This is an optimization exercise on Yosys and OpenROAD, whose aim is small area, a short achievable clock period and few clock cycles, not a production implementation.
The RTL was checked by simulation tests, not by an equivalence proof against the original design.

==> design/flow/run.sh <==
#!/bin/bash
# synth_recipe.tcl (not shown) runs the flow's synth.tcl, then flattens the netlist and writes it again
# the make line also repeats each setting of config.mk as NAME=value (left out here)
make -C /OpenROAD-flow-scripts/flow DESIGN_CONFIG=/design/flow/config.mk WORK_HOME=/design/flow/orfs CLKGATE_MAP_FILE= SYNTH_SCRIPT=/design/flow/synth_recipe.tcl finish
==> design/flow/config.mk <==
export PLATFORM = sky130hd
export DESIGN_NAME = md_sched
export DESIGN_NICKNAME = md_sched
export VERILOG_FILES = /design/flow/design.v
export SDC_FILE = /design/flow/constraint.sdc
export NUM_CORES = 4
export LEC_CHECK = 0
export CAP_MARGIN = 20
export CORE_MARGIN = 2
export CORE_UTILIZATION = 40
export SLEW_MARGIN = 20
==> design/flow/constraint.sdc <==
create_clock -name core_clock -period 110.0 [get_ports {clk}]
set_input_delay 22.0000 -clock core_clock [delete_from_list [all_inputs] [get_ports {clk}]]
set_output_delay 22.0000 -clock core_clock [all_outputs]
set_load 0.01 [all_outputs]
==> design/flow/design.v <==
module md_sched #(
    parameter int unsigned MULT_CYCLES = 0,
    parameter int unsigned DIV_STEPS   = 8
) (
    input  logic        clk,
    input  logic        reset,
    input  logic        start,
    input  logic [3:0]  md_op,
    input  logic [31:0] rs,
    input  logic [31:0] rt,
    input  logic        id_md_use,
    output logic        busy,
    output logic        stall,
    output logic [31:0] hi,
    output logic [31:0] lo
);
    localparam int K    = DIV_STEPS;
    localparam int NCH  = 32 / K;
    localparam int CW   = (NCH >= 16) ? 5 : (NCH >= 8) ? 4 : (NCH >= 4) ? 3 : (NCH >= 2) ? 2 : 1;
    logic [31:0]   hi_q, lo_q, b_q;
    logic          hi_neg, lo_neg;
    logic          busy_q;
    logic [CW-1:0] cnt;
    logic op_mul_s, op_mul_u, op_div_s, op_div_u, op_mthi, op_mtlo;
    logic op_macc, macc_signed, macc_sub;
    always_comb begin
        op_mul_s    = 1'b0;
        op_mul_u    = 1'b0;
        op_div_s    = 1'b0;
        op_div_u    = 1'b0;
        op_mthi     = 1'b0;
        op_mtlo     = 1'b0;
        op_macc     = 1'b0;
        macc_signed = 1'b0;
        macc_sub    = 1'b0;
        case (md_op)
            4'd0: op_mul_s = 1'b1;
            4'd1: op_mul_u = 1'b1;
            4'd2: op_div_s = 1'b1;
            4'd3: op_div_u = 1'b1;
            4'd4: op_mthi  = 1'b1;
            4'd5: op_mtlo  = 1'b1;
            4'd6: begin op_macc = 1'b1; macc_signed = 1'b1; end
            4'd7: begin op_macc = 1'b1; end
            4'd8: begin op_macc = 1'b1; macc_signed = 1'b1; macc_sub = 1'b1; end
            4'd9: begin op_macc = 1'b1; macc_sub = 1'b1; end
            default: ;
        endcase
    end
    logic op_div, op_mul, mul_signed;
    assign op_div     = op_div_s | op_div_u;
    assign op_mul     = op_mul_s | op_mul_u | op_macc;
    assign mul_signed = op_mul_s | (op_macc & macc_signed);
    logic [31:0] hi_t, lo_t;
    assign hi_t = (hi_q ^ {32{hi_neg}}) + {31'd0, hi_neg};
    assign lo_t = (lo_q ^ {32{lo_neg}}) + {31'd0, lo_neg};
    logic [32:0] mx, my;
    logic        msub_t;
    logic [63:0] mres;
    assign mx     = {mul_signed & rs[31], rs};
    assign my     = {mul_signed & rt[31], rt} ^ {33{op_macc & macc_sub}};
    assign msub_t = op_macc & macc_sub & mx[32];
    always_comb begin
        logic [63:0] s;
        s = op_macc ? {hi_t, lo_t} : 64'd0;
        for (int j = 0; j < 32; j++)
            s = s + (64'({~(mx[32] & my[j]), mx[31:0] & {32{my[j]}}}) << j);
        s = s + {~(mx[31:0] & {32{my[32]}}), 32'd0};
        s = s + 64'({~msub_t, mx[31:0] & {32{op_macc & macc_sub}}});
        s = s + 64'h0000_0001_0000_0000;
        mres = s;
    end
    logic        a_neg, b_neg, div_zero;
    logic [31:0] a_mag, b_mag;
    assign a_neg    = op_div_s & rs[31];
    assign b_neg    = op_div_s & rt[31];
    assign a_mag    = a_neg ? -rs : rs;
    assign b_mag    = b_neg ? -rt : rt;
    assign div_zero = (rt == 32'd0);
    logic [CW-1:0] nchunk;
    logic [31:0]   r_init, q_init;
    always_comb begin
        nchunk = CW'(NCH);
        for (int c = NCH - 1; c >= 0; c--)
            if ((a_mag >> (K * c)) < b_mag) nchunk = CW'(c);
        r_init = 32'd0;
        q_init = 32'd0;
        for (int c = 0; c <= NCH; c++)
            if (nchunk == CW'(c)) begin
                r_init = 32'(64'(a_mag) >> (K * c));
                q_init = 32'(64'(a_mag) << (32 - K * c));
            end
    end
    logic [31:0] r_step, q_step;
    always_comb begin
        logic [32:0] r2, d;
        r_step = hi_q;
        q_step = lo_q;
        for (int t = 0; t < K; t++) begin
            r2 = {r_step, q_step[31]};
            d  = r2 - {1'b0, b_q};
            q_step = {q_step[30:0], ~d[32]};
            r_step = d[32] ? r2[31:0] : d[31:0];
        end
    end
    always_ff @(posedge clk or negedge reset) begin
        if (!reset) begin
            hi_q   <= '0;
            lo_q   <= '0;
            hi_neg <= 1'b0;
            lo_neg <= 1'b0;
            busy_q <= 1'b0;
            cnt    <= '0;
        end else if (busy_q) begin
            hi_q <= r_step;
            lo_q <= q_step;
            cnt  <= cnt - CW'(1);
            if (cnt == CW'(1)) busy_q <= 1'b0;
        end else if (start) begin
            if (op_mul) begin
                {hi_q, lo_q} <= mres;
                hi_neg <= 1'b0;
                lo_neg <= 1'b0;
            end else if (op_div & ~div_zero) begin
                hi_q   <= r_init;
                lo_q   <= q_init;
                hi_neg <= a_neg;
                lo_neg <= a_neg ^ b_neg;
                cnt    <= nchunk;
                busy_q <= (nchunk != '0);
            end else if (op_mthi) begin
                hi_q   <= rs;
                hi_neg <= 1'b0;
            end else if (op_mtlo) begin
                lo_q   <= rs;
                lo_neg <= 1'b0;
            end
        end
    end
    always_ff @(posedge clk) begin
        if (!busy_q && start && op_div) b_q <= b_mag;
    end
    assign busy  = busy_q;
    assign stall = id_md_use & (busy_q | (start & (op_mul | op_div)));
    assign hi    = hi_t;
    assign lo    = lo_t;
endmodule
==> flow_summary.ini <==
[outcome]
status = no timing/DRC/antenna violations

[sta]
hold_viol = 0
fin_crit_ns = 46.62
max_slew_margin_pct = 13.69
post-route-period-util_pct = 42.38
finalSetupViolCount = 0
rsz0062_at_grt = false
clock_skew_ns = 0.01837
maxSlewViolCount = 0
final.setup.tns_ns = 0
tightest_slew_ns = 1.285
fmax_mhz = 21.45

[grt]
grt_max_degree = 71
grtUsageTotal_pct = 29.23
grt_pass1_vias = 56430
grt_overflow_total = 0
antenna_found_initial = 19
grt_pass1_wl_um = 351800

[detailed_routing]
postRouteAntennaNets = 0
dr.pass1.iters = 6
wl_um = 233700
drc = 0
vias = 55900
avgRoutedWirePerCell_um = 24.15
post_drt_via_cell_ratio = 5.775
drtIter0Drc = 4943

[worst_setup_path]
critical_path_arrival_ns = 24.62
worstSetupPathType = in2out
end_kind = output pin
crit_fanout = 25
worstSetupStartpointType = input port
cp.required_ns = 88.00

[logic_synthesis]
syn_area_um2 = 62590
yosysUniqueCellTypes = 91
synthCells = 7744
yosysMostFrequentCell = nand2_1
synth_area_leader_cell = fa_1
synth_top_area_share_pct = 34.07
yosys-top-cells-area = fa_1 34%, ha_1 12%, nand2_1 7.5%
ys_seq_area_share_pct = 4.334
synth_edf_count = 32
synth_fp_nets = 9465
ys_warn_count = 1
async_flop_share_pct = 68.63
synth_flop_cell = dfrtp_1
synth_common_cells = 1,250 x nand2_1, 1,135 x inv_1, 1,065 x fa_1
synth_seq_cells = 102
syn_avg_cell_area_um2 = 8.082

[floorplan]
dieHeight_um = 399.6
fp-row-count = 145
die-area_um2 = 159600
start_util_pct = 40.16
ios = 138
die_x_um = 399.6
coreArea_um2 = 155800

[clock_network]
clkLatencyLatePin_ns = 0.38
tritoncts = built
clkSinkCount = 102
htreeDepth = 3
cts_resized = 0
cts_root_buf = clkbuf_16
postCtsSetupBuffers = 0
cts-buffers-inserted = 9
clkTransAtPathRegs_ns = 0.08
cts_hold_buffers = 0
clk_path_buf_depth = 2

[placement]
gp_congestion = 0.9978
dpl_cell_area_um2 = 66150
dp_hpwl_um = 187100
io_buffers = 137

[layout]
layout.nets = 9332
syn_to_final_growth_pct = 6.181
filler_cell_count = 15680
drive_above_1_share_pct = 4.753
final_area_um2 = 66460
final_util_pct = 42.64

[min_path]
hold_path.class = reg2reg

[job]
cap_violations = 0
==> flip-flops by register name (all words and copies together), names as in the netlist <==
name and count:
hi_q 32, busy_q 1, lo_neg 1, cnt 3
b_q 32, lo_q 32, hi_neg 1
==> metal layers <==
layer | vias up | wire (um) | part of all wire [%] | GRT usage, %
met5 | - | 79 | 0.034 | 0
met4 | 12 | 11700 | 5.0 | 12.55
met3 | 454 | 17640 | 7.5 | 3.356
met2 | 2440 | 105700 | 45 | 46.89
met1 | 28230 | 98580 | 42 | 39.86
li1 | 24760 | - | - | -
==> through the flow <==
stage	std cells	setup slack (ns)	hold slack [ns]
after floorplan	7744	65.15	0.4749
after global placement	9658	62.98	0.4980
after detailed placement	9658	63.43	0.5028
after CTS	9674	63.43	0.5205
after global routing	9675	63.32	0.5508
final	9679	63.38	0.5230
==> critical path, stage by stage <==
cell and delay, ns:
clkdlybuf4s50_1 0.89, nor2_2 0.08, buf_4 0.24, o21ai_1 0.67
a21boi_0 0.20, clkdlybuf4s50_1 0.52
==> logic make-up after synthesis <==
| kind of cell | Yosys count | synth area share (%) |
|---|---|---|
| and+or+nand+nor | 2424 | 17.65 |
| adders and majority gates | 1649 | 45.74 |
| buffers and inverters | 1552 | 9.366 |
| muxes | 115 | 1.985 |
| DFF | 102 | 4.334 |
| AOI/OAI and AO/OA | 1459 | 14.69 |
| xor gates and xnor gates | 443 | 6.229 |
==> path summary, 6_finish.rpt <==
check | startpoint | endpoint | slack [ns] | depth (start not counted)
worst max register to register | b_q[1]$_DFFE_PP_ | hi_q[30]$_DFFE_PN0P_ | 74.66 | 131
worst max-delay path | md_op[2] | stall | 63.38 | 6
worst min register to register | lo_q[0]$_DFFE_PN0P_ | lo_q[0]$_DFFE_PN0P_ | 0.52 | 1
max in group asynchronous | reset | busy_q$_DFF_PN0_ | 87.32 | 2
worst min-delay path | lo_q[0]$_DFFE_PN0P_ | lo_q[0]$_DFFE_PN0P_ | 0.52 | 1
min in group asynchronous | reset | hi_q[13]$_DFFE_PN0P_ | 21.56 | 1
==> area by class of cell <==
| class | instances | area [um^2] | area share, % |
|---|---|---|---|
| multi-input cells | 6090 | 54370 | 81.81 |
| inverters | 1135 | 4260 | 6.411 |
| clock buffers | 10 | 229.0 | 0.3445 |
| well taps | 2058 | 2575 | 3.875 |
| repair buffers | 273 | 2240 | 3.370 |
| diodes | 5 | 12.51 | 0.01883 |
| flip-flops and latches | 102 | 2719 | 4.091 |
| clock inverters | 6 | 53.80 | 0.08096 |
==> cells in the final DEF, fill, tap and decap left out, types with 29 or more instances in the layout <==
master	instances
nand2_1	1248
inv_1	1135
fa_1	1065
ha_1	584
a21oi_1	461
nor2_1	359
o21ai_0	322
xnor2_1	260
and2_1	169
nor2b_1	146
a21o_1	146
xor2_1	146
buf_4	137
clkdlybuf4s50_1	106
nand2b_1	104
nand3_1	92
and3_1	80
mux2_2	69
nor3_1	67
dfrtp_1	67
o21a_1	63
a31oi_1	49
o31ai_1	48
mux2i_1	45
o21bai_1	44
or3_1	38
nand4_1	36
a211oi_1	36
xnor2_2	35
o22ai_1	34
edfxtp_1	32
buf_2	30
a221oi_1	29
o211ai_1	29
Testbench counts, summed over its fixed seeds: cycles 4,057.

==> what the ideal ports hide <==
No port has a modelled driver above. Below, the same layout with a new extraction and two added sets of constraints. Step 1, drivers: a clkbuf_16 drives clk and a buf_2 each remaining input, both assumed. Step 2, shift: input delay + t, output delay - t, t = (earliest + latest rising clock arrival at the registers) / 2. This alone moves slack from input paths to output paths. a / b / c = ideal / step 1 / step 2; a / b = the first two.
t, ns: 0.432
setup WS [ns]: 63.384 / 63.354 / 63.354
worst register clock-pin slew, ns: 0.09 / 0.09
cell pins on the clock port's net: 1
After both steps setup and hold are still met in this run. The setup slack of this run moves by -0.030 ns with the drivers and by -0.030 ns with both steps.
